Source: an optimization exercise on an open RTL-to-GDS flow (aim: small area). Production flows keep margins and buffers that such runs may drop.
In this exercise RTL edits were held to simulation tests only and were not proved equivalent to the original.
Power and IR drop assume default switching activity.

[flow/design.v]
`default_nettype none
package sat_pkg;
    localparam int num_bool_vars = 2;                        
    localparam int num_int_vars  = 2;                        
    localparam int num_vars      = num_bool_vars + num_int_vars;  
    localparam int num_clauses   = 4;                        
    localparam int int_width  = 4;    
    localparam int sum_width  = 10;   
    localparam int gain_width = 3;    
    localparam int idx_width  = $clog2(num_clauses);
    localparam int assign_w = num_bool_vars + 2 * int_width;   
    localparam int code_w   = 2 * num_bool_vars;
    localparam int bias_lsb = code_w;
    localparam int coef0_lsb = code_w + int_width;
    localparam int coef1_lsb = code_w + 2 * int_width;
    localparam int clause_w = code_w + 3 * int_width;   
    localparam int formula_w = num_clauses * clause_w;
endpackage
`default_nettype wire
`default_nettype none
module lm_fa
(
    input  wire a,
    input  wire b,
    input  wire c,
    output wire s,
    output wire co
);
    assign s  = a ^ b ^ c;
    assign co = (a & b) | (a & c) | (b & c);
endmodule
module lm_ha
(
    input  wire a,
    input  wire b,
    output wire s,
    output wire co
);
    assign s  = a ^ b;
    assign co = a & b;
endmodule
`default_nettype wire
`default_nettype none
module lm_mj
(
    input  wire a,
    input  wire b,
    input  wire c,
    output wire y
);
    assign y = (a & b) | (a & c) | (b & c);
endmodule
`default_nettype wire
`default_nettype none
module local_move
(
    input  logic        clk,
    input  logic        rst_n,
    input  logic        clause_write,
    input  logic [1:0]  clause_index,
    input  logic [15:0] clause_data,
    input  logic [3:0]  clause_enable,
    input  logic [9:0]  current,
    input  logic [1:0]  bool_propose_enable,
    input  logic [1:0]  int_propose_enable,
    input  logic        start,
    output logic [11:0] gains,
    output logic [2:0]  best_gain,
    output logic [9:0]  best_assignment,
    output logic        done
);
    wire [15:0] wdata = {clause_data[15:4],
                         clause_data[3] & clause_data[2], clause_data[3] & ~clause_data[2],
                         clause_data[1] & clause_data[0], clause_data[1] & ~clause_data[0]};
    logic [15:0] cl0, cl1, cl2, cl3;
    logic [3:0]  cv;
    always_ff @(posedge clk)
    begin
        if (clause_write && clause_index == 2'd0) cl0 <= wdata;
        if (clause_write && clause_index == 2'd1) cl1 <= wdata;
        if (clause_write && clause_index == 2'd2) cl2 <= wdata;
        if (clause_write && clause_index == 2'd3) cl3 <= wdata;
    end
    always_ff @(posedge clk or negedge rst_n)
    begin
        if (!rst_n)
            cv <= '0;
        else if (clause_write)
            cv[clause_index] <= 1'b1;
    end
    wire [3:0] x  = current[3:0];
    wire [3:0] y  = current[7:4];
    wire       p0 = current[8];
    wire       p1 = current[9];
    wire       xw = (current[3:0] == 4'd7);   
    wire       yw = (current[7:4] == 4'd7);
    wire [3:0] sat0, sat1, sat2, sat3, sat4;
    wire [15:0] c_0 = cl0;
    wire [3:0] b_0 = c_0[7:4];
    wire [3:0] c0_0 = c_0[11:8];
    wire [3:0] c1_0 = c_0[15:12];
    wire k0_1, k0_2, k0_3, k0_4, k0_5, k0_6, k0_7, k0_8, k0_9, k0_10, k0_11, k0_12, k0_13, k0_14, k0_15, k0_16, k0_17, k0_18, k0_19, k0_20, k0_21, k0_22, k0_23, k0_24, k0_25, k0_26, k0_27, k0_28, k0_29, k0_30, k0_31, k0_32, k0_33, k0_34, k0_35, k0_36, k0_37, k0_38, k0_39, k0_40, k0_41, k0_42, k0_43, k0_44, k0_45, k0_46, k0_47, k0_48, k0_49, k0_50, k0_51, k0_52, k0_53, k0_54, k0_55, k0_56, k0_57, k0_58, k0_59, k0_60, k0_61, k0_62, k0_63, k0_64, k0_65, k0_66, k0_67, k0_68, k0_69, k0_70, k0_71, k0_72, k0_73, k0_74, k0_75, k0_76, k0_77, k0_78, k0_79, k0_80, k0_81, k0_82, k0_83, k0_84, k0_85, k0_86, k0_87, k0_88, k0_89, k0_90, k0_91, k0_92, k0_93, k0_94, k0_95, k0_96, k0_97, k0_98, k0_99, k0_100, k0_101, k0_102, k0_103, k0_104, k0_105, k0_106, k0_107, k0_108, k0_109, k0_110, k0_111, k0_112, k0_113, k0_114;
    lm_fa u_k0_1 (.a((c1_0[0] & y[0])), .b((c0_0[0] & x[0])), .c(b_0[0]), .s(k0_1), .co(k0_2));
    lm_fa u_k0_3 (.a((c1_0[0] & y[1])), .b((c1_0[1] & y[0])), .c((c0_0[0] & x[1])), .s(k0_3), .co(k0_4));
    lm_fa u_k0_5 (.a((c0_0[1] & x[0])), .b(b_0[1]), .c(k0_2), .s(k0_5), .co(k0_6));
    lm_ha u_k0_7 (.a(k0_3), .b(k0_5), .s(k0_7), .co(k0_8));
    lm_fa u_k0_9 (.a((c1_0[0] & y[2])), .b((c1_0[1] & y[1])), .c((c1_0[2] & y[0])), .s(k0_9), .co(k0_10));
    lm_fa u_k0_11 (.a((c0_0[0] & x[2])), .b((c0_0[1] & x[1])), .c((c0_0[2] & x[0])), .s(k0_11), .co(k0_12));
    lm_fa u_k0_13 (.a(b_0[2]), .b(k0_4), .c(k0_6), .s(k0_13), .co(k0_14));
    lm_fa u_k0_15 (.a(k0_8), .b(k0_9), .c(k0_11), .s(k0_15), .co(k0_16));
    lm_ha u_k0_17 (.a(k0_13), .b(k0_15), .s(k0_17), .co(k0_18));
    lm_fa u_k0_19 (.a((~c1_0[0] | ~y[3])), .b((c1_0[1] & y[2])), .c((c1_0[2] & y[1])), .s(k0_19), .co(k0_20));
    lm_fa u_k0_21 (.a((~c1_0[3] | ~y[0])), .b((~c0_0[0] | ~x[3])), .c((c0_0[1] & x[2])), .s(k0_21), .co(k0_22));
    lm_fa u_k0_23 (.a((c0_0[2] & x[1])), .b((~c0_0[3] | ~x[0])), .c(~b_0[3]), .s(k0_23), .co(k0_24));
    lm_fa u_k0_25 (.a(1'b1), .b(k0_10), .c(k0_12), .s(k0_25), .co(k0_26));
    lm_fa u_k0_27 (.a(k0_14), .b(k0_16), .c(k0_18), .s(k0_27), .co(k0_28));
    lm_fa u_k0_29 (.a(k0_19), .b(k0_21), .c(k0_23), .s(k0_29), .co(k0_30));
    lm_fa u_k0_31 (.a(k0_25), .b(k0_27), .c(k0_29), .s(k0_31), .co(k0_32));
    lm_fa u_k0_33 (.a((~c1_0[1] | ~y[3])), .b((c1_0[2] & y[2])), .c((~c1_0[3] | ~y[1])), .s(k0_33), .co(k0_34));
    lm_fa u_k0_35 (.a((~c0_0[1] | ~x[3])), .b((c0_0[2] & x[2])), .c((~c0_0[3] | ~x[1])), .s(k0_35), .co(k0_36));
    lm_fa u_k0_37 (.a(1'b1), .b(k0_20), .c(k0_22), .s(k0_37), .co(k0_38));
    lm_fa u_k0_39 (.a(k0_24), .b(k0_26), .c(k0_28), .s(k0_39), .co(k0_40));
    lm_fa u_k0_41 (.a(k0_30), .b(k0_32), .c(k0_33), .s(k0_41), .co(k0_42));
    lm_fa u_k0_43 (.a(k0_35), .b(k0_37), .c(k0_39), .s(k0_43), .co(k0_44));
    lm_ha u_k0_45 (.a(k0_41), .b(k0_43), .s(k0_45), .co(k0_46));
    lm_fa u_k0_47 (.a((~c1_0[2] | ~y[3])), .b((~c1_0[3] | ~y[2])), .c((~c0_0[2] | ~x[3])), .s(k0_47), .co(k0_48));
    lm_fa u_k0_49 (.a((~c0_0[3] | ~x[2])), .b(k0_34), .c(k0_36), .s(k0_49), .co(k0_50));
    lm_fa u_k0_51 (.a(k0_38), .b(k0_40), .c(k0_42), .s(k0_51), .co(k0_52));
    lm_fa u_k0_53 (.a(k0_44), .b(k0_46), .c(k0_47), .s(k0_53), .co(k0_54));
    lm_fa u_k0_55 (.a(k0_49), .b(k0_51), .c(k0_53), .s(k0_55), .co(k0_56));
    lm_fa u_k0_57 (.a((c1_0[3] & y[3])), .b((c0_0[3] & x[3])), .c(k0_48), .s(k0_57), .co(k0_58));
    lm_fa u_k0_59 (.a(k0_50), .b(k0_52), .c(k0_54), .s(k0_59), .co(k0_60));
    lm_fa u_k0_61 (.a(k0_56), .b(k0_57), .c(k0_59), .s(k0_61), .co(k0_62));
    lm_fa u_k0_63 (.a(k0_58), .b(k0_60), .c(k0_62), .s(k0_63), .co(k0_64));
    assign k0_65 = 1'b1 ^ k0_64;
    assign k0_66 = ~k0_65;
    assign k0_67 = k0_1 ^ c0_0[0];
    assign k0_68 = k0_1 & c0_0[0];
    assign k0_69 = k0_7 ^ c0_0[1] ^ k0_68;
    lm_mj u_k0_70 (.a(k0_7), .b(c0_0[1]), .c(k0_68), .y(k0_70));
    assign k0_71 = k0_17 ^ c0_0[2] ^ k0_70;
    lm_mj u_k0_72 (.a(k0_17), .b(c0_0[2]), .c(k0_70), .y(k0_72));
    assign k0_73 = k0_31 ^ c0_0[3] ^ k0_72;
    lm_mj u_k0_74 (.a(k0_31), .b(c0_0[3]), .c(k0_72), .y(k0_74));
    lm_fa u_k0_75 (.a(k0_45), .b(c0_0[3]), .c(k0_74), .s(k0_75), .co(k0_76));
    lm_fa u_k0_77 (.a(k0_55), .b(c0_0[3]), .c(k0_76), .s(k0_77), .co(k0_78));
    lm_fa u_k0_79 (.a(k0_61), .b(c0_0[3]), .c(k0_78), .s(k0_79), .co(k0_80));
    lm_fa u_k0_81 (.a(k0_63), .b(c0_0[3]), .c(k0_80), .s(k0_81), .co(k0_82));
    assign k0_83 = k0_65 ^ c0_0[3] ^ k0_82;
    assign k0_84 = ~k0_83;
    assign k0_85 = k0_75 | ~c0_0[0];
    assign k0_86 = (k0_77 & ~c0_0[1]) | (k0_77 & k0_85) | (~c0_0[1] & k0_85);
    assign k0_87 = (k0_79 & ~c0_0[2]) | (k0_79 & k0_86) | (~c0_0[2] & k0_86);
    assign k0_88 = (k0_81 & ~c0_0[3]) | (k0_81 & k0_87) | (~c0_0[3] & k0_87);
    assign k0_89 = ~(k0_83 ^ ~c0_0[3] ^ k0_88);
    assign k0_90 = xw ? k0_89 : k0_84;
    assign k0_91 = k0_1 ^ c1_0[0];
    assign k0_92 = k0_1 & c1_0[0];
    assign k0_93 = k0_7 ^ c1_0[1] ^ k0_92;
    lm_mj u_k0_94 (.a(k0_7), .b(c1_0[1]), .c(k0_92), .y(k0_94));
    assign k0_95 = k0_17 ^ c1_0[2] ^ k0_94;
    lm_mj u_k0_96 (.a(k0_17), .b(c1_0[2]), .c(k0_94), .y(k0_96));
    assign k0_97 = k0_31 ^ c1_0[3] ^ k0_96;
    lm_mj u_k0_98 (.a(k0_31), .b(c1_0[3]), .c(k0_96), .y(k0_98));
    lm_fa u_k0_99 (.a(k0_45), .b(c1_0[3]), .c(k0_98), .s(k0_99), .co(k0_100));
    lm_fa u_k0_101 (.a(k0_55), .b(c1_0[3]), .c(k0_100), .s(k0_101), .co(k0_102));
    lm_fa u_k0_103 (.a(k0_61), .b(c1_0[3]), .c(k0_102), .s(k0_103), .co(k0_104));
    lm_fa u_k0_105 (.a(k0_63), .b(c1_0[3]), .c(k0_104), .s(k0_105), .co(k0_106));
    assign k0_107 = k0_65 ^ c1_0[3] ^ k0_106;
    assign k0_108 = ~k0_107;
    assign k0_109 = k0_99 | ~c1_0[0];
    assign k0_110 = (k0_101 & ~c1_0[1]) | (k0_101 & k0_109) | (~c1_0[1] & k0_109);
    assign k0_111 = (k0_103 & ~c1_0[2]) | (k0_103 & k0_110) | (~c1_0[2] & k0_110);
    assign k0_112 = (k0_105 & ~c1_0[3]) | (k0_105 & k0_111) | (~c1_0[3] & k0_111);
    assign k0_113 = ~(k0_107 ^ ~c1_0[3] ^ k0_112);
    assign k0_114 = yw ? k0_113 : k0_108;
    wire h0_0  = p0 ? c_0[1] : c_0[0];
    wire h0f_0 = p0 ? c_0[0] : c_0[1];
    wire h1_0  = p1 ? c_0[3] : c_0[2];
    wire h1f_0 = p1 ? c_0[2] : c_0[3];
    wire z_0 = ~cv[0];
    wire en_0 = clause_enable[0];
    assign sat0[0] = en_0 & (z_0 | h0_0  | h1_0  | k0_66);
    assign sat1[0] = en_0 & (z_0 | h0f_0 | h1_0  | k0_66);
    assign sat2[0] = en_0 & (z_0 | h0_0  | h1f_0 | k0_66);
    assign sat3[0] = en_0 & (z_0 | h0_0  | h1_0  | k0_90);
    assign sat4[0] = en_0 & (z_0 | h0_0  | h1_0  | k0_114);
    wire [15:0] c_1 = cl1;
    wire [3:0] b_1 = c_1[7:4];
    wire [3:0] c0_1 = c_1[11:8];
    wire [3:0] c1_1 = c_1[15:12];
    wire k1_1, k1_2, k1_3, k1_4, k1_5, k1_6, k1_7, k1_8, k1_9, k1_10, k1_11, k1_12, k1_13, k1_14, k1_15, k1_16, k1_17, k1_18, k1_19, k1_20, k1_21, k1_22, k1_23, k1_24, k1_25, k1_26, k1_27, k1_28, k1_29, k1_30, k1_31, k1_32, k1_33, k1_34, k1_35, k1_36, k1_37, k1_38, k1_39, k1_40, k1_41, k1_42, k1_43, k1_44, k1_45, k1_46, k1_47, k1_48, k1_49, k1_50, k1_51, k1_52, k1_53, k1_54, k1_55, k1_56, k1_57, k1_58, k1_59, k1_60, k1_61, k1_62, k1_63, k1_64, k1_65, k1_66, k1_67, k1_68, k1_69, k1_70, k1_71, k1_72, k1_73, k1_74, k1_75, k1_76, k1_77, k1_78, k1_79, k1_80, k1_81, k1_82, k1_83, k1_84, k1_85, k1_86, k1_87, k1_88, k1_89, k1_90, k1_91, k1_92, k1_93, k1_94, k1_95, k1_96, k1_97, k1_98, k1_99, k1_100, k1_101, k1_102, k1_103, k1_104, k1_105, k1_106, k1_107, k1_108, k1_109, k1_110, k1_111, k1_112, k1_113, k1_114;
    lm_fa u_k1_1 (.a((c1_1[0] & y[0])), .b((c0_1[0] & x[0])), .c(b_1[0]), .s(k1_1), .co(k1_2));
    lm_fa u_k1_3 (.a((c1_1[0] & y[1])), .b((c1_1[1] & y[0])), .c((c0_1[0] & x[1])), .s(k1_3), .co(k1_4));
    lm_fa u_k1_5 (.a((c0_1[1] & x[0])), .b(b_1[1]), .c(k1_2), .s(k1_5), .co(k1_6));
    lm_ha u_k1_7 (.a(k1_3), .b(k1_5), .s(k1_7), .co(k1_8));
    lm_fa u_k1_9 (.a((c1_1[0] & y[2])), .b((c1_1[1] & y[1])), .c((c1_1[2] & y[0])), .s(k1_9), .co(k1_10));
    lm_fa u_k1_11 (.a((c0_1[0] & x[2])), .b((c0_1[1] & x[1])), .c((c0_1[2] & x[0])), .s(k1_11), .co(k1_12));
    lm_fa u_k1_13 (.a(b_1[2]), .b(k1_4), .c(k1_6), .s(k1_13), .co(k1_14));
    lm_fa u_k1_15 (.a(k1_8), .b(k1_9), .c(k1_11), .s(k1_15), .co(k1_16));
    lm_ha u_k1_17 (.a(k1_13), .b(k1_15), .s(k1_17), .co(k1_18));
    lm_fa u_k1_19 (.a((~c1_1[0] | ~y[3])), .b((c1_1[1] & y[2])), .c((c1_1[2] & y[1])), .s(k1_19), .co(k1_20));
    lm_fa u_k1_21 (.a((~c1_1[3] | ~y[0])), .b((~c0_1[0] | ~x[3])), .c((c0_1[1] & x[2])), .s(k1_21), .co(k1_22));
    lm_fa u_k1_23 (.a((c0_1[2] & x[1])), .b((~c0_1[3] | ~x[0])), .c(~b_1[3]), .s(k1_23), .co(k1_24));
    lm_fa u_k1_25 (.a(1'b1), .b(k1_10), .c(k1_12), .s(k1_25), .co(k1_26));
    lm_fa u_k1_27 (.a(k1_14), .b(k1_16), .c(k1_18), .s(k1_27), .co(k1_28));
    lm_fa u_k1_29 (.a(k1_19), .b(k1_21), .c(k1_23), .s(k1_29), .co(k1_30));
    lm_fa u_k1_31 (.a(k1_25), .b(k1_27), .c(k1_29), .s(k1_31), .co(k1_32));
    lm_fa u_k1_33 (.a((~c1_1[1] | ~y[3])), .b((c1_1[2] & y[2])), .c((~c1_1[3] | ~y[1])), .s(k1_33), .co(k1_34));
    lm_fa u_k1_35 (.a((~c0_1[1] | ~x[3])), .b((c0_1[2] & x[2])), .c((~c0_1[3] | ~x[1])), .s(k1_35), .co(k1_36));
    lm_fa u_k1_37 (.a(1'b1), .b(k1_20), .c(k1_22), .s(k1_37), .co(k1_38));
    lm_fa u_k1_39 (.a(k1_24), .b(k1_26), .c(k1_28), .s(k1_39), .co(k1_40));
    lm_fa u_k1_41 (.a(k1_30), .b(k1_32), .c(k1_33), .s(k1_41), .co(k1_42));
    lm_fa u_k1_43 (.a(k1_35), .b(k1_37), .c(k1_39), .s(k1_43), .co(k1_44));
    lm_ha u_k1_45 (.a(k1_41), .b(k1_43), .s(k1_45), .co(k1_46));
    lm_fa u_k1_47 (.a((~c1_1[2] | ~y[3])), .b((~c1_1[3] | ~y[2])), .c((~c0_1[2] | ~x[3])), .s(k1_47), .co(k1_48));
    lm_fa u_k1_49 (.a((~c0_1[3] | ~x[2])), .b(k1_34), .c(k1_36), .s(k1_49), .co(k1_50));
    lm_fa u_k1_51 (.a(k1_38), .b(k1_40), .c(k1_42), .s(k1_51), .co(k1_52));
    lm_fa u_k1_53 (.a(k1_44), .b(k1_46), .c(k1_47), .s(k1_53), .co(k1_54));
    lm_fa u_k1_55 (.a(k1_49), .b(k1_51), .c(k1_53), .s(k1_55), .co(k1_56));
    lm_fa u_k1_57 (.a((c1_1[3] & y[3])), .b((c0_1[3] & x[3])), .c(k1_48), .s(k1_57), .co(k1_58));
    lm_fa u_k1_59 (.a(k1_50), .b(k1_52), .c(k1_54), .s(k1_59), .co(k1_60));
    lm_fa u_k1_61 (.a(k1_56), .b(k1_57), .c(k1_59), .s(k1_61), .co(k1_62));
    lm_fa u_k1_63 (.a(k1_58), .b(k1_60), .c(k1_62), .s(k1_63), .co(k1_64));
    assign k1_65 = 1'b1 ^ k1_64;
    assign k1_66 = ~k1_65;
    assign k1_67 = k1_1 ^ c0_1[0];
    assign k1_68 = k1_1 & c0_1[0];
    assign k1_69 = k1_7 ^ c0_1[1] ^ k1_68;
    lm_mj u_k1_70 (.a(k1_7), .b(c0_1[1]), .c(k1_68), .y(k1_70));
    assign k1_71 = k1_17 ^ c0_1[2] ^ k1_70;
    lm_mj u_k1_72 (.a(k1_17), .b(c0_1[2]), .c(k1_70), .y(k1_72));
    assign k1_73 = k1_31 ^ c0_1[3] ^ k1_72;
    lm_mj u_k1_74 (.a(k1_31), .b(c0_1[3]), .c(k1_72), .y(k1_74));
    lm_fa u_k1_75 (.a(k1_45), .b(c0_1[3]), .c(k1_74), .s(k1_75), .co(k1_76));
    lm_fa u_k1_77 (.a(k1_55), .b(c0_1[3]), .c(k1_76), .s(k1_77), .co(k1_78));
    lm_fa u_k1_79 (.a(k1_61), .b(c0_1[3]), .c(k1_78), .s(k1_79), .co(k1_80));
    lm_fa u_k1_81 (.a(k1_63), .b(c0_1[3]), .c(k1_80), .s(k1_81), .co(k1_82));
    assign k1_83 = k1_65 ^ c0_1[3] ^ k1_82;
    assign k1_84 = ~k1_83;
    assign k1_85 = k1_75 | ~c0_1[0];
    assign k1_86 = (k1_77 & ~c0_1[1]) | (k1_77 & k1_85) | (~c0_1[1] & k1_85);
    assign k1_87 = (k1_79 & ~c0_1[2]) | (k1_79 & k1_86) | (~c0_1[2] & k1_86);
    assign k1_88 = (k1_81 & ~c0_1[3]) | (k1_81 & k1_87) | (~c0_1[3] & k1_87);
    assign k1_89 = ~(k1_83 ^ ~c0_1[3] ^ k1_88);
    assign k1_90 = xw ? k1_89 : k1_84;
    assign k1_91 = k1_1 ^ c1_1[0];
    assign k1_92 = k1_1 & c1_1[0];
    assign k1_93 = k1_7 ^ c1_1[1] ^ k1_92;
    lm_mj u_k1_94 (.a(k1_7), .b(c1_1[1]), .c(k1_92), .y(k1_94));
    assign k1_95 = k1_17 ^ c1_1[2] ^ k1_94;
    lm_mj u_k1_96 (.a(k1_17), .b(c1_1[2]), .c(k1_94), .y(k1_96));
    assign k1_97 = k1_31 ^ c1_1[3] ^ k1_96;
    lm_mj u_k1_98 (.a(k1_31), .b(c1_1[3]), .c(k1_96), .y(k1_98));
    lm_fa u_k1_99 (.a(k1_45), .b(c1_1[3]), .c(k1_98), .s(k1_99), .co(k1_100));
    lm_fa u_k1_101 (.a(k1_55), .b(c1_1[3]), .c(k1_100), .s(k1_101), .co(k1_102));
    lm_fa u_k1_103 (.a(k1_61), .b(c1_1[3]), .c(k1_102), .s(k1_103), .co(k1_104));
    lm_fa u_k1_105 (.a(k1_63), .b(c1_1[3]), .c(k1_104), .s(k1_105), .co(k1_106));
    assign k1_107 = k1_65 ^ c1_1[3] ^ k1_106;
    assign k1_108 = ~k1_107;
    assign k1_109 = k1_99 | ~c1_1[0];
    assign k1_110 = (k1_101 & ~c1_1[1]) | (k1_101 & k1_109) | (~c1_1[1] & k1_109);
    assign k1_111 = (k1_103 & ~c1_1[2]) | (k1_103 & k1_110) | (~c1_1[2] & k1_110);
    assign k1_112 = (k1_105 & ~c1_1[3]) | (k1_105 & k1_111) | (~c1_1[3] & k1_111);
    assign k1_113 = ~(k1_107 ^ ~c1_1[3] ^ k1_112);
    assign k1_114 = yw ? k1_113 : k1_108;
    wire h0_1  = p0 ? c_1[1] : c_1[0];
    wire h0f_1 = p0 ? c_1[0] : c_1[1];
    wire h1_1  = p1 ? c_1[3] : c_1[2];
    wire h1f_1 = p1 ? c_1[2] : c_1[3];
    wire z_1 = ~cv[1];
    wire en_1 = clause_enable[1];
    assign sat0[1] = en_1 & (z_1 | h0_1  | h1_1  | k1_66);
    assign sat1[1] = en_1 & (z_1 | h0f_1 | h1_1  | k1_66);
    assign sat2[1] = en_1 & (z_1 | h0_1  | h1f_1 | k1_66);
    assign sat3[1] = en_1 & (z_1 | h0_1  | h1_1  | k1_90);
    assign sat4[1] = en_1 & (z_1 | h0_1  | h1_1  | k1_114);
    wire [15:0] c_2 = cl2;
    wire [3:0] b_2 = c_2[7:4];
    wire [3:0] c0_2 = c_2[11:8];
    wire [3:0] c1_2 = c_2[15:12];
    wire k2_1, k2_2, k2_3, k2_4, k2_5, k2_6, k2_7, k2_8, k2_9, k2_10, k2_11, k2_12, k2_13, k2_14, k2_15, k2_16, k2_17, k2_18, k2_19, k2_20, k2_21, k2_22, k2_23, k2_24, k2_25, k2_26, k2_27, k2_28, k2_29, k2_30, k2_31, k2_32, k2_33, k2_34, k2_35, k2_36, k2_37, k2_38, k2_39, k2_40, k2_41, k2_42, k2_43, k2_44, k2_45, k2_46, k2_47, k2_48, k2_49, k2_50, k2_51, k2_52, k2_53, k2_54, k2_55, k2_56, k2_57, k2_58, k2_59, k2_60, k2_61, k2_62, k2_63, k2_64, k2_65, k2_66, k2_67, k2_68, k2_69, k2_70, k2_71, k2_72, k2_73, k2_74, k2_75, k2_76, k2_77, k2_78, k2_79, k2_80, k2_81, k2_82, k2_83, k2_84, k2_85, k2_86, k2_87, k2_88, k2_89, k2_90, k2_91, k2_92, k2_93, k2_94, k2_95, k2_96, k2_97, k2_98, k2_99, k2_100, k2_101, k2_102, k2_103, k2_104, k2_105, k2_106, k2_107, k2_108, k2_109, k2_110, k2_111, k2_112, k2_113, k2_114;
    lm_fa u_k2_1 (.a((c1_2[0] & y[0])), .b((c0_2[0] & x[0])), .c(b_2[0]), .s(k2_1), .co(k2_2));
    lm_fa u_k2_3 (.a((c1_2[0] & y[1])), .b((c1_2[1] & y[0])), .c((c0_2[0] & x[1])), .s(k2_3), .co(k2_4));
    lm_fa u_k2_5 (.a((c0_2[1] & x[0])), .b(b_2[1]), .c(k2_2), .s(k2_5), .co(k2_6));
    lm_ha u_k2_7 (.a(k2_3), .b(k2_5), .s(k2_7), .co(k2_8));
    lm_fa u_k2_9 (.a((c1_2[0] & y[2])), .b((c1_2[1] & y[1])), .c((c1_2[2] & y[0])), .s(k2_9), .co(k2_10));
    lm_fa u_k2_11 (.a((c0_2[0] & x[2])), .b((c0_2[1] & x[1])), .c((c0_2[2] & x[0])), .s(k2_11), .co(k2_12));
    lm_fa u_k2_13 (.a(b_2[2]), .b(k2_4), .c(k2_6), .s(k2_13), .co(k2_14));
    lm_fa u_k2_15 (.a(k2_8), .b(k2_9), .c(k2_11), .s(k2_15), .co(k2_16));
    lm_ha u_k2_17 (.a(k2_13), .b(k2_15), .s(k2_17), .co(k2_18));
    lm_fa u_k2_19 (.a((~c1_2[0] | ~y[3])), .b((c1_2[1] & y[2])), .c((c1_2[2] & y[1])), .s(k2_19), .co(k2_20));
    lm_fa u_k2_21 (.a((~c1_2[3] | ~y[0])), .b((~c0_2[0] | ~x[3])), .c((c0_2[1] & x[2])), .s(k2_21), .co(k2_22));
    lm_fa u_k2_23 (.a((c0_2[2] & x[1])), .b((~c0_2[3] | ~x[0])), .c(~b_2[3]), .s(k2_23), .co(k2_24));
    lm_fa u_k2_25 (.a(1'b1), .b(k2_10), .c(k2_12), .s(k2_25), .co(k2_26));
    lm_fa u_k2_27 (.a(k2_14), .b(k2_16), .c(k2_18), .s(k2_27), .co(k2_28));
    lm_fa u_k2_29 (.a(k2_19), .b(k2_21), .c(k2_23), .s(k2_29), .co(k2_30));
    lm_fa u_k2_31 (.a(k2_25), .b(k2_27), .c(k2_29), .s(k2_31), .co(k2_32));
    lm_fa u_k2_33 (.a((~c1_2[1] | ~y[3])), .b((c1_2[2] & y[2])), .c((~c1_2[3] | ~y[1])), .s(k2_33), .co(k2_34));
    lm_fa u_k2_35 (.a((~c0_2[1] | ~x[3])), .b((c0_2[2] & x[2])), .c((~c0_2[3] | ~x[1])), .s(k2_35), .co(k2_36));
    lm_fa u_k2_37 (.a(1'b1), .b(k2_20), .c(k2_22), .s(k2_37), .co(k2_38));
    lm_fa u_k2_39 (.a(k2_24), .b(k2_26), .c(k2_28), .s(k2_39), .co(k2_40));
    lm_fa u_k2_41 (.a(k2_30), .b(k2_32), .c(k2_33), .s(k2_41), .co(k2_42));
    lm_fa u_k2_43 (.a(k2_35), .b(k2_37), .c(k2_39), .s(k2_43), .co(k2_44));
    lm_ha u_k2_45 (.a(k2_41), .b(k2_43), .s(k2_45), .co(k2_46));
    lm_fa u_k2_47 (.a((~c1_2[2] | ~y[3])), .b((~c1_2[3] | ~y[2])), .c((~c0_2[2] | ~x[3])), .s(k2_47), .co(k2_48));
    lm_fa u_k2_49 (.a((~c0_2[3] | ~x[2])), .b(k2_34), .c(k2_36), .s(k2_49), .co(k2_50));
    lm_fa u_k2_51 (.a(k2_38), .b(k2_40), .c(k2_42), .s(k2_51), .co(k2_52));
    lm_fa u_k2_53 (.a(k2_44), .b(k2_46), .c(k2_47), .s(k2_53), .co(k2_54));
    lm_fa u_k2_55 (.a(k2_49), .b(k2_51), .c(k2_53), .s(k2_55), .co(k2_56));
    lm_fa u_k2_57 (.a((c1_2[3] & y[3])), .b((c0_2[3] & x[3])), .c(k2_48), .s(k2_57), .co(k2_58));
    lm_fa u_k2_59 (.a(k2_50), .b(k2_52), .c(k2_54), .s(k2_59), .co(k2_60));
    lm_fa u_k2_61 (.a(k2_56), .b(k2_57), .c(k2_59), .s(k2_61), .co(k2_62));
    lm_fa u_k2_63 (.a(k2_58), .b(k2_60), .c(k2_62), .s(k2_63), .co(k2_64));
    assign k2_65 = 1'b1 ^ k2_64;
    assign k2_66 = ~k2_65;
    assign k2_67 = k2_1 ^ c0_2[0];
    assign k2_68 = k2_1 & c0_2[0];
    assign k2_69 = k2_7 ^ c0_2[1] ^ k2_68;
    lm_mj u_k2_70 (.a(k2_7), .b(c0_2[1]), .c(k2_68), .y(k2_70));
    assign k2_71 = k2_17 ^ c0_2[2] ^ k2_70;
    lm_mj u_k2_72 (.a(k2_17), .b(c0_2[2]), .c(k2_70), .y(k2_72));
    assign k2_73 = k2_31 ^ c0_2[3] ^ k2_72;
    lm_mj u_k2_74 (.a(k2_31), .b(c0_2[3]), .c(k2_72), .y(k2_74));
    lm_fa u_k2_75 (.a(k2_45), .b(c0_2[3]), .c(k2_74), .s(k2_75), .co(k2_76));
    lm_fa u_k2_77 (.a(k2_55), .b(c0_2[3]), .c(k2_76), .s(k2_77), .co(k2_78));
    lm_fa u_k2_79 (.a(k2_61), .b(c0_2[3]), .c(k2_78), .s(k2_79), .co(k2_80));
    lm_fa u_k2_81 (.a(k2_63), .b(c0_2[3]), .c(k2_80), .s(k2_81), .co(k2_82));
    assign k2_83 = k2_65 ^ c0_2[3] ^ k2_82;
    assign k2_84 = ~k2_83;
    assign k2_85 = k2_75 | ~c0_2[0];
    assign k2_86 = (k2_77 & ~c0_2[1]) | (k2_77 & k2_85) | (~c0_2[1] & k2_85);
    assign k2_87 = (k2_79 & ~c0_2[2]) | (k2_79 & k2_86) | (~c0_2[2] & k2_86);
    assign k2_88 = (k2_81 & ~c0_2[3]) | (k2_81 & k2_87) | (~c0_2[3] & k2_87);
    assign k2_89 = ~(k2_83 ^ ~c0_2[3] ^ k2_88);
    assign k2_90 = xw ? k2_89 : k2_84;
    assign k2_91 = k2_1 ^ c1_2[0];
    assign k2_92 = k2_1 & c1_2[0];
    assign k2_93 = k2_7 ^ c1_2[1] ^ k2_92;
    lm_mj u_k2_94 (.a(k2_7), .b(c1_2[1]), .c(k2_92), .y(k2_94));
    assign k2_95 = k2_17 ^ c1_2[2] ^ k2_94;
    lm_mj u_k2_96 (.a(k2_17), .b(c1_2[2]), .c(k2_94), .y(k2_96));
    assign k2_97 = k2_31 ^ c1_2[3] ^ k2_96;
    lm_mj u_k2_98 (.a(k2_31), .b(c1_2[3]), .c(k2_96), .y(k2_98));
    lm_fa u_k2_99 (.a(k2_45), .b(c1_2[3]), .c(k2_98), .s(k2_99), .co(k2_100));
    lm_fa u_k2_101 (.a(k2_55), .b(c1_2[3]), .c(k2_100), .s(k2_101), .co(k2_102));
    lm_fa u_k2_103 (.a(k2_61), .b(c1_2[3]), .c(k2_102), .s(k2_103), .co(k2_104));
    lm_fa u_k2_105 (.a(k2_63), .b(c1_2[3]), .c(k2_104), .s(k2_105), .co(k2_106));
    assign k2_107 = k2_65 ^ c1_2[3] ^ k2_106;
    assign k2_108 = ~k2_107;
    assign k2_109 = k2_99 | ~c1_2[0];
    assign k2_110 = (k2_101 & ~c1_2[1]) | (k2_101 & k2_109) | (~c1_2[1] & k2_109);
    assign k2_111 = (k2_103 & ~c1_2[2]) | (k2_103 & k2_110) | (~c1_2[2] & k2_110);
    assign k2_112 = (k2_105 & ~c1_2[3]) | (k2_105 & k2_111) | (~c1_2[3] & k2_111);
    assign k2_113 = ~(k2_107 ^ ~c1_2[3] ^ k2_112);
    assign k2_114 = yw ? k2_113 : k2_108;
    wire h0_2  = p0 ? c_2[1] : c_2[0];
    wire h0f_2 = p0 ? c_2[0] : c_2[1];
    wire h1_2  = p1 ? c_2[3] : c_2[2];
    wire h1f_2 = p1 ? c_2[2] : c_2[3];
    wire z_2 = ~cv[2];
    wire en_2 = clause_enable[2];
    assign sat0[2] = en_2 & (z_2 | h0_2  | h1_2  | k2_66);
    assign sat1[2] = en_2 & (z_2 | h0f_2 | h1_2  | k2_66);
    assign sat2[2] = en_2 & (z_2 | h0_2  | h1f_2 | k2_66);
    assign sat3[2] = en_2 & (z_2 | h0_2  | h1_2  | k2_90);
    assign sat4[2] = en_2 & (z_2 | h0_2  | h1_2  | k2_114);
    wire [15:0] c_3 = cl3;
    wire [3:0] b_3 = c_3[7:4];
    wire [3:0] c0_3 = c_3[11:8];
    wire [3:0] c1_3 = c_3[15:12];
    wire k3_1, k3_2, k3_3, k3_4, k3_5, k3_6, k3_7, k3_8, k3_9, k3_10, k3_11, k3_12, k3_13, k3_14, k3_15, k3_16, k3_17, k3_18, k3_19, k3_20, k3_21, k3_22, k3_23, k3_24, k3_25, k3_26, k3_27, k3_28, k3_29, k3_30, k3_31, k3_32, k3_33, k3_34, k3_35, k3_36, k3_37, k3_38, k3_39, k3_40, k3_41, k3_42, k3_43, k3_44, k3_45, k3_46, k3_47, k3_48, k3_49, k3_50, k3_51, k3_52, k3_53, k3_54, k3_55, k3_56, k3_57, k3_58, k3_59, k3_60, k3_61, k3_62, k3_63, k3_64, k3_65, k3_66, k3_67, k3_68, k3_69, k3_70, k3_71, k3_72, k3_73, k3_74, k3_75, k3_76, k3_77, k3_78, k3_79, k3_80, k3_81, k3_82, k3_83, k3_84, k3_85, k3_86, k3_87, k3_88, k3_89, k3_90, k3_91, k3_92, k3_93, k3_94, k3_95, k3_96, k3_97, k3_98, k3_99, k3_100, k3_101, k3_102, k3_103, k3_104, k3_105, k3_106, k3_107, k3_108, k3_109, k3_110, k3_111, k3_112, k3_113, k3_114;
    lm_fa u_k3_1 (.a((c1_3[0] & y[0])), .b((c0_3[0] & x[0])), .c(b_3[0]), .s(k3_1), .co(k3_2));
    lm_fa u_k3_3 (.a((c1_3[0] & y[1])), .b((c1_3[1] & y[0])), .c((c0_3[0] & x[1])), .s(k3_3), .co(k3_4));
    lm_fa u_k3_5 (.a((c0_3[1] & x[0])), .b(b_3[1]), .c(k3_2), .s(k3_5), .co(k3_6));
    lm_ha u_k3_7 (.a(k3_3), .b(k3_5), .s(k3_7), .co(k3_8));
    lm_fa u_k3_9 (.a((c1_3[0] & y[2])), .b((c1_3[1] & y[1])), .c((c1_3[2] & y[0])), .s(k3_9), .co(k3_10));
    lm_fa u_k3_11 (.a((c0_3[0] & x[2])), .b((c0_3[1] & x[1])), .c((c0_3[2] & x[0])), .s(k3_11), .co(k3_12));
    lm_fa u_k3_13 (.a(b_3[2]), .b(k3_4), .c(k3_6), .s(k3_13), .co(k3_14));
    lm_fa u_k3_15 (.a(k3_8), .b(k3_9), .c(k3_11), .s(k3_15), .co(k3_16));
    lm_ha u_k3_17 (.a(k3_13), .b(k3_15), .s(k3_17), .co(k3_18));
    lm_fa u_k3_19 (.a((~c1_3[0] | ~y[3])), .b((c1_3[1] & y[2])), .c((c1_3[2] & y[1])), .s(k3_19), .co(k3_20));
    lm_fa u_k3_21 (.a((~c1_3[3] | ~y[0])), .b((~c0_3[0] | ~x[3])), .c((c0_3[1] & x[2])), .s(k3_21), .co(k3_22));
    lm_fa u_k3_23 (.a((c0_3[2] & x[1])), .b((~c0_3[3] | ~x[0])), .c(~b_3[3]), .s(k3_23), .co(k3_24));
    lm_fa u_k3_25 (.a(1'b1), .b(k3_10), .c(k3_12), .s(k3_25), .co(k3_26));
    lm_fa u_k3_27 (.a(k3_14), .b(k3_16), .c(k3_18), .s(k3_27), .co(k3_28));
    lm_fa u_k3_29 (.a(k3_19), .b(k3_21), .c(k3_23), .s(k3_29), .co(k3_30));
    lm_fa u_k3_31 (.a(k3_25), .b(k3_27), .c(k3_29), .s(k3_31), .co(k3_32));
    lm_fa u_k3_33 (.a((~c1_3[1] | ~y[3])), .b((c1_3[2] & y[2])), .c((~c1_3[3] | ~y[1])), .s(k3_33), .co(k3_34));
    lm_fa u_k3_35 (.a((~c0_3[1] | ~x[3])), .b((c0_3[2] & x[2])), .c((~c0_3[3] | ~x[1])), .s(k3_35), .co(k3_36));
    lm_fa u_k3_37 (.a(1'b1), .b(k3_20), .c(k3_22), .s(k3_37), .co(k3_38));
    lm_fa u_k3_39 (.a(k3_24), .b(k3_26), .c(k3_28), .s(k3_39), .co(k3_40));
    lm_fa u_k3_41 (.a(k3_30), .b(k3_32), .c(k3_33), .s(k3_41), .co(k3_42));
    lm_fa u_k3_43 (.a(k3_35), .b(k3_37), .c(k3_39), .s(k3_43), .co(k3_44));
    lm_ha u_k3_45 (.a(k3_41), .b(k3_43), .s(k3_45), .co(k3_46));
    lm_fa u_k3_47 (.a((~c1_3[2] | ~y[3])), .b((~c1_3[3] | ~y[2])), .c((~c0_3[2] | ~x[3])), .s(k3_47), .co(k3_48));
    lm_fa u_k3_49 (.a((~c0_3[3] | ~x[2])), .b(k3_34), .c(k3_36), .s(k3_49), .co(k3_50));
    lm_fa u_k3_51 (.a(k3_38), .b(k3_40), .c(k3_42), .s(k3_51), .co(k3_52));
    lm_fa u_k3_53 (.a(k3_44), .b(k3_46), .c(k3_47), .s(k3_53), .co(k3_54));
    lm_fa u_k3_55 (.a(k3_49), .b(k3_51), .c(k3_53), .s(k3_55), .co(k3_56));
    lm_fa u_k3_57 (.a((c1_3[3] & y[3])), .b((c0_3[3] & x[3])), .c(k3_48), .s(k3_57), .co(k3_58));
    lm_fa u_k3_59 (.a(k3_50), .b(k3_52), .c(k3_54), .s(k3_59), .co(k3_60));
    lm_fa u_k3_61 (.a(k3_56), .b(k3_57), .c(k3_59), .s(k3_61), .co(k3_62));
    lm_fa u_k3_63 (.a(k3_58), .b(k3_60), .c(k3_62), .s(k3_63), .co(k3_64));
    assign k3_65 = 1'b1 ^ k3_64;
    assign k3_66 = ~k3_65;
    assign k3_67 = k3_1 ^ c0_3[0];
    assign k3_68 = k3_1 & c0_3[0];
    assign k3_69 = k3_7 ^ c0_3[1] ^ k3_68;
    lm_mj u_k3_70 (.a(k3_7), .b(c0_3[1]), .c(k3_68), .y(k3_70));
    assign k3_71 = k3_17 ^ c0_3[2] ^ k3_70;
    lm_mj u_k3_72 (.a(k3_17), .b(c0_3[2]), .c(k3_70), .y(k3_72));
    assign k3_73 = k3_31 ^ c0_3[3] ^ k3_72;
    lm_mj u_k3_74 (.a(k3_31), .b(c0_3[3]), .c(k3_72), .y(k3_74));
    lm_fa u_k3_75 (.a(k3_45), .b(c0_3[3]), .c(k3_74), .s(k3_75), .co(k3_76));
    lm_fa u_k3_77 (.a(k3_55), .b(c0_3[3]), .c(k3_76), .s(k3_77), .co(k3_78));
    lm_fa u_k3_79 (.a(k3_61), .b(c0_3[3]), .c(k3_78), .s(k3_79), .co(k3_80));
    lm_fa u_k3_81 (.a(k3_63), .b(c0_3[3]), .c(k3_80), .s(k3_81), .co(k3_82));
    assign k3_83 = k3_65 ^ c0_3[3] ^ k3_82;
    assign k3_84 = ~k3_83;
    assign k3_85 = k3_75 | ~c0_3[0];
    assign k3_86 = (k3_77 & ~c0_3[1]) | (k3_77 & k3_85) | (~c0_3[1] & k3_85);
    assign k3_87 = (k3_79 & ~c0_3[2]) | (k3_79 & k3_86) | (~c0_3[2] & k3_86);
    assign k3_88 = (k3_81 & ~c0_3[3]) | (k3_81 & k3_87) | (~c0_3[3] & k3_87);
    assign k3_89 = ~(k3_83 ^ ~c0_3[3] ^ k3_88);
    assign k3_90 = xw ? k3_89 : k3_84;
    assign k3_91 = k3_1 ^ c1_3[0];
    assign k3_92 = k3_1 & c1_3[0];
    assign k3_93 = k3_7 ^ c1_3[1] ^ k3_92;
    lm_mj u_k3_94 (.a(k3_7), .b(c1_3[1]), .c(k3_92), .y(k3_94));
    assign k3_95 = k3_17 ^ c1_3[2] ^ k3_94;
    lm_mj u_k3_96 (.a(k3_17), .b(c1_3[2]), .c(k3_94), .y(k3_96));
    assign k3_97 = k3_31 ^ c1_3[3] ^ k3_96;
    lm_mj u_k3_98 (.a(k3_31), .b(c1_3[3]), .c(k3_96), .y(k3_98));
    lm_fa u_k3_99 (.a(k3_45), .b(c1_3[3]), .c(k3_98), .s(k3_99), .co(k3_100));
    lm_fa u_k3_101 (.a(k3_55), .b(c1_3[3]), .c(k3_100), .s(k3_101), .co(k3_102));
    lm_fa u_k3_103 (.a(k3_61), .b(c1_3[3]), .c(k3_102), .s(k3_103), .co(k3_104));
    lm_fa u_k3_105 (.a(k3_63), .b(c1_3[3]), .c(k3_104), .s(k3_105), .co(k3_106));
    assign k3_107 = k3_65 ^ c1_3[3] ^ k3_106;
    assign k3_108 = ~k3_107;
    assign k3_109 = k3_99 | ~c1_3[0];
    assign k3_110 = (k3_101 & ~c1_3[1]) | (k3_101 & k3_109) | (~c1_3[1] & k3_109);
    assign k3_111 = (k3_103 & ~c1_3[2]) | (k3_103 & k3_110) | (~c1_3[2] & k3_110);
    assign k3_112 = (k3_105 & ~c1_3[3]) | (k3_105 & k3_111) | (~c1_3[3] & k3_111);
    assign k3_113 = ~(k3_107 ^ ~c1_3[3] ^ k3_112);
    assign k3_114 = yw ? k3_113 : k3_108;
    wire h0_3  = p0 ? c_3[1] : c_3[0];
    wire h0f_3 = p0 ? c_3[0] : c_3[1];
    wire h1_3  = p1 ? c_3[3] : c_3[2];
    wire h1f_3 = p1 ? c_3[2] : c_3[3];
    wire z_3 = ~cv[3];
    wire en_3 = clause_enable[3];
    assign sat0[3] = en_3 & (z_3 | h0_3  | h1_3  | k3_66);
    assign sat1[3] = en_3 & (z_3 | h0f_3 | h1_3  | k3_66);
    assign sat2[3] = en_3 & (z_3 | h0_3  | h1f_3 | k3_66);
    assign sat3[3] = en_3 & (z_3 | h0_3  | h1_3  | k3_90);
    assign sat4[3] = en_3 & (z_3 | h0_3  | h1_3  | k3_114);
    wire [2:0] cnt0, cnt1, cnt2, cnt3, cnt4;
    wire [3:0] satv [5];
    wire [2:0] cntv [5];
    assign satv[0] = sat0;
    assign satv[1] = sat1;
    assign satv[2] = sat2;
    assign satv[3] = sat3;
    assign satv[4] = sat4;
    for (genvar j = 0; j < 5; j++)
    begin : g_pop
        wire s0, c0, c1;
        lm_fa u_fa (.a(satv[j][0]), .b(satv[j][1]), .c(satv[j][2]), .s(s0), .co(c0));
        lm_ha u_h0 (.a(s0), .b(satv[j][3]), .s(cntv[j][0]), .co(c1));
        lm_ha u_h1 (.a(c0), .b(c1), .s(cntv[j][1]), .co(cntv[j][2]));
    end
    assign cnt0 = cntv[0];
    assign cnt1 = cntv[1];
    assign cnt2 = cntv[2];
    assign cnt3 = cntv[3];
    assign cnt4 = cntv[4];
    logic [14:0] s1_cnt;
    logic [9:0]  s1_cur;
    logic [3:0]  s1_pe;
    logic        v1;
    always_ff @(posedge clk)
    begin
        s1_cnt <= {cnt4, cnt3, cnt2, cnt1, cnt0};
        s1_cur <= current;
        s1_pe  <= {int_propose_enable, bool_propose_enable};
    end
    always_ff @(posedge clk or negedge rst_n)
    begin
        if (!rst_n)
            v1 <= 1'b0;
        else
            v1 <= start;
    end
    wire [2:0] g [4];
    for (genvar j = 0; j < 4; j++)
    begin : g_mask
        assign g[j] = s1_pe[j] ? s1_cnt[3*(j+1) +: 3] : 3'd0;
    end
    wire [11:0] r_gains = {g[3], g[2], g[1], g[0]};
    wire       m2 = g[0][2] | g[1][2] | g[2][2] | g[3][2];
    wire       m1 = ~m2 & (g[0][1] | g[1][1] | g[2][1] | g[3][1]);
    wire       m0 = ~m2 & ((g[0][0] & (g[0][1] == m1)) | (g[1][0] & (g[1][1] == m1)) |
                           (g[2][0] & (g[2][1] == m1)) | (g[3][0] & (g[3][1] == m1)));
    wire [2:0] mx = {m2, m1, m0};
    wire [3:0] e;
    for (genvar j = 0; j < 4; j++)
    begin : g_eq
        assign e[j] = s1_pe[j] & (g[j] == mx);
    end
    wire [3:0] win = {e[3] & ~e[2] & ~e[1] & ~e[0], e[2] & ~e[1] & ~e[0], e[1] & ~e[0], e[0]};
    wire [2:0] r_best = (|s1_pe) ? mx : s1_cnt[2:0];
    wire [3:0] xi = {s1_cur[3] ^ (&s1_cur[2:0]), s1_cur[2] ^ (&s1_cur[1:0]), s1_cur[1] ^ s1_cur[0], ~s1_cur[0]};
    wire [3:0] yi = {s1_cur[7] ^ (&s1_cur[6:4]), s1_cur[6] ^ (&s1_cur[5:4]), s1_cur[5] ^ s1_cur[4], ~s1_cur[4]};
    wire [9:0] r_assign = {s1_cur[9] ^ win[1], s1_cur[8] ^ win[0],
                           win[3] ? yi : s1_cur[7:4],
                           win[2] ? xi : s1_cur[3:0]};
    always_ff @(posedge clk or negedge rst_n)
    begin
        if (!rst_n)
        begin
            gains           <= '0;
            best_gain       <= '0;
            best_assignment <= '0;
            done            <= 1'b0;
        end
        else
        begin
            done <= v1;
            if (v1)
            begin
                gains           <= r_gains;
                best_gain       <= r_best;
                best_assignment <= r_assign;
            end
        end
    end
endmodule
`default_nettype wire
[flow/flow/run.sh]
#!/bin/bash
# Standard ORFS layout with two changes: the ports are buffered with the smallest
# plain buffer, and clock tree synthesis adds no dummy load cells.
set -euo pipefail
export BUFFER_PORTS_ARGS="-buffer_cell sky130_fd_sc_hd__buf_1"
export CTS_ARGS="-sink_clustering_enable -repair_clock_nets -buf_list sky130_fd_sc_hd__clkbuf_8 -dont_use_dummy_load"
bash standard.sh > standard.log 2>&1
[flow/standard.sh]
#!/bin/bash
# synth_recipe.tcl (not shown) runs the flow's synth.tcl, then flattens the netlist and writes it again
# the make line also repeats each setting of config.mk as NAME=value (left out here)
make -C /OpenROAD-flow-scripts/flow DESIGN_CONFIG=/design/flow/config.mk WORK_HOME=/design/flow/orfs CLKGATE_MAP_FILE= SYNTH_SCRIPT=/design/flow/synth_recipe.tcl "${@:-finish}"
[flow/config.mk]
export PLATFORM = sky130hd
export DESIGN_NAME = local_move
export DESIGN_NICKNAME = local_move
export VERILOG_FILES = /design/flow/design.v
export SDC_FILE = /design/flow/constraint.sdc
export NUM_CORES = 4
export LEC_CHECK = 0
export CAP_MARGIN = 20
export CORE_MARGIN = 2
export CORE_UTILIZATION = 75
export CTS_BUF_LIST = sky130_fd_sc_hd__clkbuf_8
export SLEW_MARGIN = 20
export SYNTH_HIERARCHICAL = 1
[flow/constraint.sdc]
create_clock -name core_clock -period 12.0 [get_ports {clk}]
set_input_delay 2.4000 -clock core_clock [delete_from_list [all_inputs] [get_ports {clk}]]
set_output_delay 2.4000 -clock core_clock [all_outputs]
set_load 0.01 [all_outputs]
==> flow_summary.toml, run 1 <==
[synthesis]
yosys_warnings = 7
yosysTopAreaCellShare = 0.3181
synth_edf_count = 64
synth.area.top_cells = "fa_1 (32%), edfxtp_1 (20%), dfrtp_1 (8.1%), and2_1 (6.2%), dfxtp_1 (6.0%)"
yosysSeqAreaShare = 0.3404
synthCells = 764
yosys_most_used_dff = "edfxtp_1"
synthesis.area_um2 = 9629
synth_seq_cells = 124
yosysUniqueCellTypes = 45
synth_largest_area_cell = "fa_1"
synth-async-reset-ratio = 0.2500
syn_avg_cell_area_um2 = 12.60

[critical_path]
critical-path-max-stage-delay_ns = 0.55
crit_top_cell = "fa_1"
cp_max_fo = 19
slowest_stage = "fa_1"
r2r_end = "s1_cnt[13]"
critical_path_required_ns = 12.33
reg2reg_depth = 22
path_cells = "buf_1 -> and2_1 -> fa_1 -> fa_1 -> ha_1 -> fa_1 -> ha_1 -> fa_1 -> fa_1 -> fa_1 -> ha_1 -> fa_1 -> fa_1 -> fa_1 -> fa_1 -> fa_1 -> o21ai_0 -> a31oi_1 -> xnor2_1 -> o21a_1 -> fa_1 -> ha_1 -> ha_1"
reg2reg_slack_ns = 3.61
arrival_ns = 10.65
critPathTopFamily = "adder cells"
reg2reg_from = "cl1[12]"
critPathBufInv = 1
end_kind = "flop"
timing_worst_setup_path_type = "in -> reg"
worst_setup_path_start_kind = "input pin"

[worst_hold_path]
min_path_cells = 2
min_from = "s1_cnt[2]"
hold_path_end = "best_gain[2]"
hp-class = "reg -> reg"

[pwr]
p_per_area_nw_per_um2 = 260.6
p_sw_uw = 1205
p_comb_frac = 0.693
switching_share = 0.4468
clkPwrFrac = 0.099
ir_worst_vdd_v = 0.0002100
pwr-share-seq = 0.208
power.internal_uw = 1492
p_leak_uw = 0.003985

[routing]
drtIter0Drc = 628
routedWlPerCell_um = 22.20
ant_nets = 0
drt_first_pass_iters = 5
vias = 6366
drc_errors = 0
wirelength_um = 22580
vias_per_cell = 6.260

[sta]
clock.fmax_mhz = 96.87
finalCritPeriodShare = 0.8603
tightest_slew_ns = 0.9865
period_minus_slack_ns = 10.32
rsz0062_at_grt = "false"
clock_skew_ns = 0.02514
finalSetupViolations = 0
hold_viol = 0
relSlewSlack = 0.3423
fin_setup_tns_ns = 0
report.final.slew_viol_count = 0
hold_ws_ns = 0.4618

[clocking]
post_cts_buffers = 0
clockBufferDepth = 2
cts_inserted_buffers = 17
cts.reportedPaths.clkPinSlew_ns = 0.06
clkSinkCount = 124
h-tree-depth = 4
cts_tree = "yes"
clock_latency_ns = 0.45
postCtsResizedCells = 0
root_buffer = "clkbuf_8"
ctsHoldBuffers = 0

[run]
max_cap_violations = 0

[global_route]
grt_max_degree = 52
use_met2 = 0.5567
antenna_found_initial = 0
overflow = 0
grt_use_met1 = 0.4886
grt_pass1_wl_um = 36770
grtUsageTotal = 0.3551
grt-busiest-layer = "met2"
grt_pass1_vias = 6875
grtUsageMet3 = 0.1051

[run_status]
outcome = "finished clean"

[placement]
dp_hpwl_um = 16960
place_congestion = 0.9337
io_buffers = 65
postPlaceCellArea_um2 = 10120

[final_layout]
final_core_util = 0.8235
multiInputGateArea_um2 = 6178
regArea_um2 = 3278
layout_common_cells = "fa_1 (153), and2_1 (96), nand2_1 (76)"
final_cell_area_um2 = 10350
drive_above_1_share = 0.08402
area_growth_pct = 7.484
fin_nets = 1066
final_common_cell = "fa_1"
fillers = 738
diodes = 0

[floorplan]
io-pin-count = 66
fp.coreArea_um2 = 12570
die_y_um = 117.3
chipWidth_um = 117.3
dieArea_um2 = 13760
rows = 41
start_util = 0.7662
==> cell families (layout without fill, tap and decap cells) <==
kind of cell | count (synthesis) | after routing | share of synthesized area
XOR/XNOR | 23 | 23 | 0.02170
buffers and inverters | 50 | 124 | 0.02118
multiplexers | 26 | 26 | 0.02781
flip-flops | 124 | 124 | 0.3404
AO/OA/AOI/OAI | 92 | 92 | 0.06861
other | 1 | 8 | 0.0003894
AND/OR/NAND/NOR | 237 | 237 | 0.1316
adder cells (fa/ha/maj) | 211 | 211 | 0.3883
==> per-stage QoR <==
| stage | total power [uW] | worst slack (ns) | std cells |
|---|---|---|---|
| 2_1_floorplan | 1963 | 2.107 | 771 |
| 3_3_place_gp | 2256 | 1.564 | 1000 |
| 3_5_place_dp | 2375 | 1.351 | 1000 |
| 4_1_cts | 2675 | 1.807 | 1017 |
| 5_1_grt | 2935 | 1.471 | 1017 |
| 6_report | 2697 | 1.677 | 1017 |
==> per-layer routing <==
layer | part of all wire | up-vias
met5 | 0 | -
met4 | 0.025 | 0
met3 | 0.10 | 53
met2 | 0.49 | 358
met1 | 0.39 | 3218
li1 | - | 2737
==> worst min-delay path, delay by kind of cell (launching register included) <==
kind | cells | cell delay, ns
flops | 1 | 0.30
compound gates | 1 | 0.07
simple gates | 1 | 0.05
==> synthesized netlist by cell type (4+ instances only) <==
master / instances
and2_1: 96
o21bai_1: 8
o21ai_0: 19
nor2_1: 14
inv_1: 31
dfrtp_1: 31
a31oi_1: 12
clkbuf_1: 16
a21oi_1: 19
maj3_1: 8
nand2_1: 76
or2_2: 4
fa_1: 153
maj3_2: 24
nand2b_1: 9
xor2_1: 11
dfxtp_1: 29
nor2b_1: 7
edfxtp_1: 64
a32o_1: 4
o211ai_1: 4
o31a_1: 4
nand4b_1: 8
o21a_1: 13
mux2_2: 6
xnor2_1: 11
ha_1: 26
mux2i_1: 20
nand3_1: 15
==> how the worst max path moves through the flow <==
| stage | startpoint | endpoint | slack (ns) | depth (start not counted) |
|---|---|---|---|---|
| 2_1_floorplan | current[4] | s1_cnt[10] | 2.11 | 23 |
| 3_3_place_gp | current[4] | s1_cnt[10] | 1.56 | 23 |
| 3_5_place_dp | current[4] | s1_cnt[13] | 1.35 | 23 |
| 4_1_cts | current[4] | s1_cnt[13] | 1.81 | 23 |
| 5_1_grt | current[4] | s1_cnt[10] | 1.47 | 23 |
| 6_report | current[4] | s1_cnt[13] | 1.68 | 23 |
==> layout make-up <==
| cell class | instances | area share |
|---|---|---|
| clock buffers | 17 | 0.02261 |
| inverters | 31 | 0.01124 |
| multi-input cells | 597 | 0.5970 |
| flip-flops and latches | 124 | 0.3167 |
| well taps | 172 | 0.02079 |
| repair buffers | 76 | 0.03167 |
==> Yosys stat by module, one instance, submodules excluded <==
module	times used	flip-flops and latches
lm_fa	153	0
lm_mj	24	0
lm_ha	22	0
local_move	1	124
==> registers in the layout, indices dropped and copies added, names as in the netlist, 3 cells and up <==
signal and flops:
best_assignment 10, cl1 16, s1_cur 10, cl3 16, best_gain 3, s1_pe 4, cl0 16, cv 4
s1_cnt 15, cl2 16, gains 12
==> power groups by stage <==
| stage | registers, uW | logic [uW] | clock network [uW] |
|---|---|---|---|
| 3_5_place_dp | 567 | 1810 | 0 |
| 4_1_cts | 559 | 1850 | 268 |
| 2_1_floorplan | 558 | 1400 | 0 |
| 5_1_grt | 568 | 2080 | 285 |
| 6_report | 560 | 1870 | 267 |
| 3_3_place_gp | 565 | 1690 | 0 |
==> run 2: changes to the inputs <==
==> flow/flow/run.sh (replaced) <==
#!/bin/bash
# Standard ORFS layout with two changes: the ports are buffered with the smallest
# plain buffer, and clock tree synthesis adds no dummy load cells.
set -euo pipefail
export BUFFER_PORTS_ARGS="-buffer_cell sky130_fd_sc_hd__buf_1"
export CTS_ARGS="-sink_clustering_enable -repair_clock_nets -buf_list sky130_fd_sc_hd__clkbuf_4 -dont_use_dummy_load"
bash standard.sh > standard.log 2>&1
--- a/flow/config.mk
+++ b/flow/config.mk
@@ -10,3 +10,3 @@
 export CORE_UTILIZATION = 75
-export CTS_BUF_LIST = sky130_fd_sc_hd__clkbuf_8
+export CTS_BUF_LIST = sky130_fd_sc_hd__clkbuf_4
 export SLEW_MARGIN = 20
==> run 2 against run 1 <==
Compared with the run above:
- still clean on timing, DRC and antenna
- total power decreased by 3.8%
- clock skew increased by 0.012 ns
- non-clock buffer count unchanged
- die area unchanged
- cell area decreased by 1.0%
- register-to-register slack improved by 0.04 ns
- critical endpoint unchanged
==> flow_summary.toml, run 2 <==
[routing]
vias_per_cell = 6.213
drtIter0Drc = 610
vias = 6325
ant_nets = 0
drt_first_pass_iters = 5
routedWlPerCell_um = 21.51
drc_errors = 0
wirelength_um = 21900

[pwr]
ir_worst_vdd_v = 0.0001888
p_per_area_nw_per_um2 = 253.1
p_leak_uw = 0.003941

[clocking]
cts.reportedPaths.clkPinSlew_ns = 0.09
clockBufferDepth = 2
clock_latency_ns = 0.56
h-tree-depth = 4
cts_tree = "yes"
cts_inserted_buffers = 17
postCtsResizedCells = 0
root_buffer = "clkbuf_4"
clkSinkCount = 124
post_cts_buffers = 0
ctsHoldBuffers = 0

[final_layout]
area_growth_pct = 6.406
drive_above_1_share = 0.08402
final_common_cell = "fa_1"
layout_common_cells = "fa_1 (153), and2_1 (96), nand2_1 (76)"
fin_nets = 1066
final_core_util = 0.8152
finalNonFillerCells = 1018

[synthesis]
synth_largest_area_cell = "fa_1"
synth-async-reset-ratio = 0.2500
yosysTopAreaCellShare = 0.3181
synth_edf_count = 64
synth_seq_cells = 124
yosysSeqAreaShare = 0.3404
yosys_warnings = 7
yosysMostFrequentCell = "fa_1"
synth_commonest_cells = "fa_1 (153), and2_1 (96), nand2_1 (76)"
synthesis.area_um2 = 9629
synth.area.top_cells = "fa_1 (32%), edfxtp_1 (20%), dfrtp_1 (8.1%), and2_1 (6.2%), dfxtp_1 (6.0%)"
yosysUniqueCellTypes = 45
syn_avg_cell_area_um2 = 12.60
yosys_most_used_dff = "edfxtp_1"
synthCells = 764

[sta]
finalSetupViolations = 0
setup_slack_ns = 1.849
finalCritPeriodShare = 0.8460
clock.fmax_mhz = 98.51
fin_setup_tns_ns = 0
relSlewSlack = 0.3814
tightest_slew_ns = 0.9279
period_minus_slack_ns = 10.15
hold_viol = 0
rsz0062_at_grt = "false"
clock_skew_ns = 0.03745
report.final.slew_viol_count = 0

[placement]
io_buffers = 65
dp_hpwl_um = 16960
place_inst = 1000
place_congestion = 0.9337
dp_slack_ns = 1.351

[worst_hold_path]
hp-class = "reg -> reg"

[global_route]
grt_pass1_vias = 6799
overflow = 0
antenna_found_initial = 1
grt_max_degree = 52
grtUsageTotal = 0.3451
grt_pass1_wl_um = 35850

[critical_path]
timing_worst_setup_path_type = "in -> reg"
critical_path_required_ns = 12.43
arrival_ns = 10.58
end_kind = "flop"
cp_max_fo = 19
worst_setup_path_start_kind = "input pin"

[floorplan]
dieArea_um2 = 13760
chipWidth_um = 117.3
start_util = 0.7662
fp.coreArea_um2 = 12570
io-pin-count = 66
rows = 41
die_y_um = 117.3

[run_status]
outcome = "finished clean"

[run]
max_cap_violations = 0
-- run 2: cell count changes in the layout (fill, tap and decap cells not counted) --
cell / change
clkbuf_4: +17
clkbuf_8: -17
diode_2: +1
-- run 2: worst paths after layout --
path | slack (ns) | start | endpoint | cells after the start
setup / recovery | 1.85 | current[4] | s1_cnt[13] | 23
hold reg to reg | 0.47 | s1_cnt[2] | best_gain[2] | 2
min in group asynchronous | 1.89 | rst_n | cv[0] | 1
setup reg to reg | 3.65 | cl1[12] | s1_cnt[13] | 22
hold / removal | 0.47 | s1_cnt[2] | best_gain[2] | 2
max in group asynchronous | 9.57 | rst_n | best_assignment[8] | 1
-- run 2: area by class of cell --
type / count / area (um^2)
diodes: 1 / 2.502
clock buffers: 17 / 127.6
fillers: 755 / 2322
inverters: 31 / 116.4
multi-input cells: 597 / 6178
flip-flops and latches: 124 / 3278
well taps: 172 / 215.2
repair buffers: 76 / 327.8
-- run 2: logic make-up after synthesis --
| kind of cell | Yosys count | synth area share |
|---|---|---|
| compound gates | 92 | 0.06861 |
| xor+xnor | 23 | 0.02170 |
| fa+ha+maj | 211 | 0.3883 |
| buf+inv | 50 | 0.02118 |
| flops | 124 | 0.3404 |
| mux | 26 | 0.02781 |
| other cells | 1 | 0.0003894 |
| simple gates | 237 | 0.1316 |
-- run 2: worst max-delay path: stages --
cell and delay [ns]:
buf_1 0.37, and2_1 0.31, fa_1 0.44, fa_1 0.46
ha_1 0.22, fa_1 0.47, ha_1 0.21, fa_1 0.47
fa_1 0.44, fa_1 0.47, ha_1 0.24, fa_1 0.49
fa_1 0.41, fa_1 0.46, fa_1 0.52, fa_1 0.54
o21ai_0 0.20, a31oi_1 0.13, xnor2_1 0.24, o21a_1 0.17
fa_1 0.42, ha_1 0.22, ha_1 0.27
-- run 2: metal layers --
layer	routed length (um)	track usage	vias to the layer above	share of wire
li1	-	-	2739	-
met1	8800	0.4909	3197	0.40
met2	10620	0.5322	347	0.49
met3	2036	0.09387	42	0.093
met4	441	0.1054	0	0.020
met5	0	0	-	0
-- run 2: modules after synthesis, one instance, submodules excluded --
module	area, um^2	flip-flops and latches	cells inside	copies in the design
lm_ha	12.51	0	1	22
lm_mj	11.26	0	1	24
local_move	6021	124	565	1
lm_fa	20.02	0	1	153
-- run 2: per-stage QoR --
stage,instance area [um^2],power (uW),hold slack [ns]
2_1_floorplan,9656,1963,0.4316
3_3_place_gp,10120,2256,0.4537
3_5_place_dp,10120,2375,0.4530
4_1_cts,10240,2580,0.4712
5_1_grt,10240,2841,0.4920
6_report,10250,2593,0.4686
-- run 2: power breakdown --
part           internal (uW)  total (uW)  switching, uW
combinational            855        1840            983
sequential               503         559           55.9
clock                   64.4         196            132

==> re-timing with driven ports <==
Ports are ideal in the flow. The routed layouts listed here were re-timed in OpenROAD.
Step 1 sets driving cells, clkbuf_16 on the clock port and buf_2 on the other inputs (assumed; they add their load-dependent delay and slew).
Step 2 adds t to the input delays and takes it off the output delays; t is the mean of the earliest and latest rising clock arrival at the registers after step 1. Input paths then give back, and output paths get back, about the clock's delay inside the block.
Slacks: no drivers / after step 1 / after step 2; pairs: no drivers / after step 1.
run	shift t [ns]	setup WS [ns]	worst hold slack (ns)	worst setup path at the end	worst slew at a driven data input, ns
run 1	0.477	1.677 / 1.690 / 1.213	0.462 / 0.462 / 0.462	input to register	0.04
run 2	0.579	1.849 / 1.862 / 1.284	0.469 / 0.469 / 0.469	input to register	0.04
After both steps setup and hold are still met in every run listed. The setup slack of run 2, which loses most, moves by +0.013 ns with the drivers and by -0.565 ns with both steps.
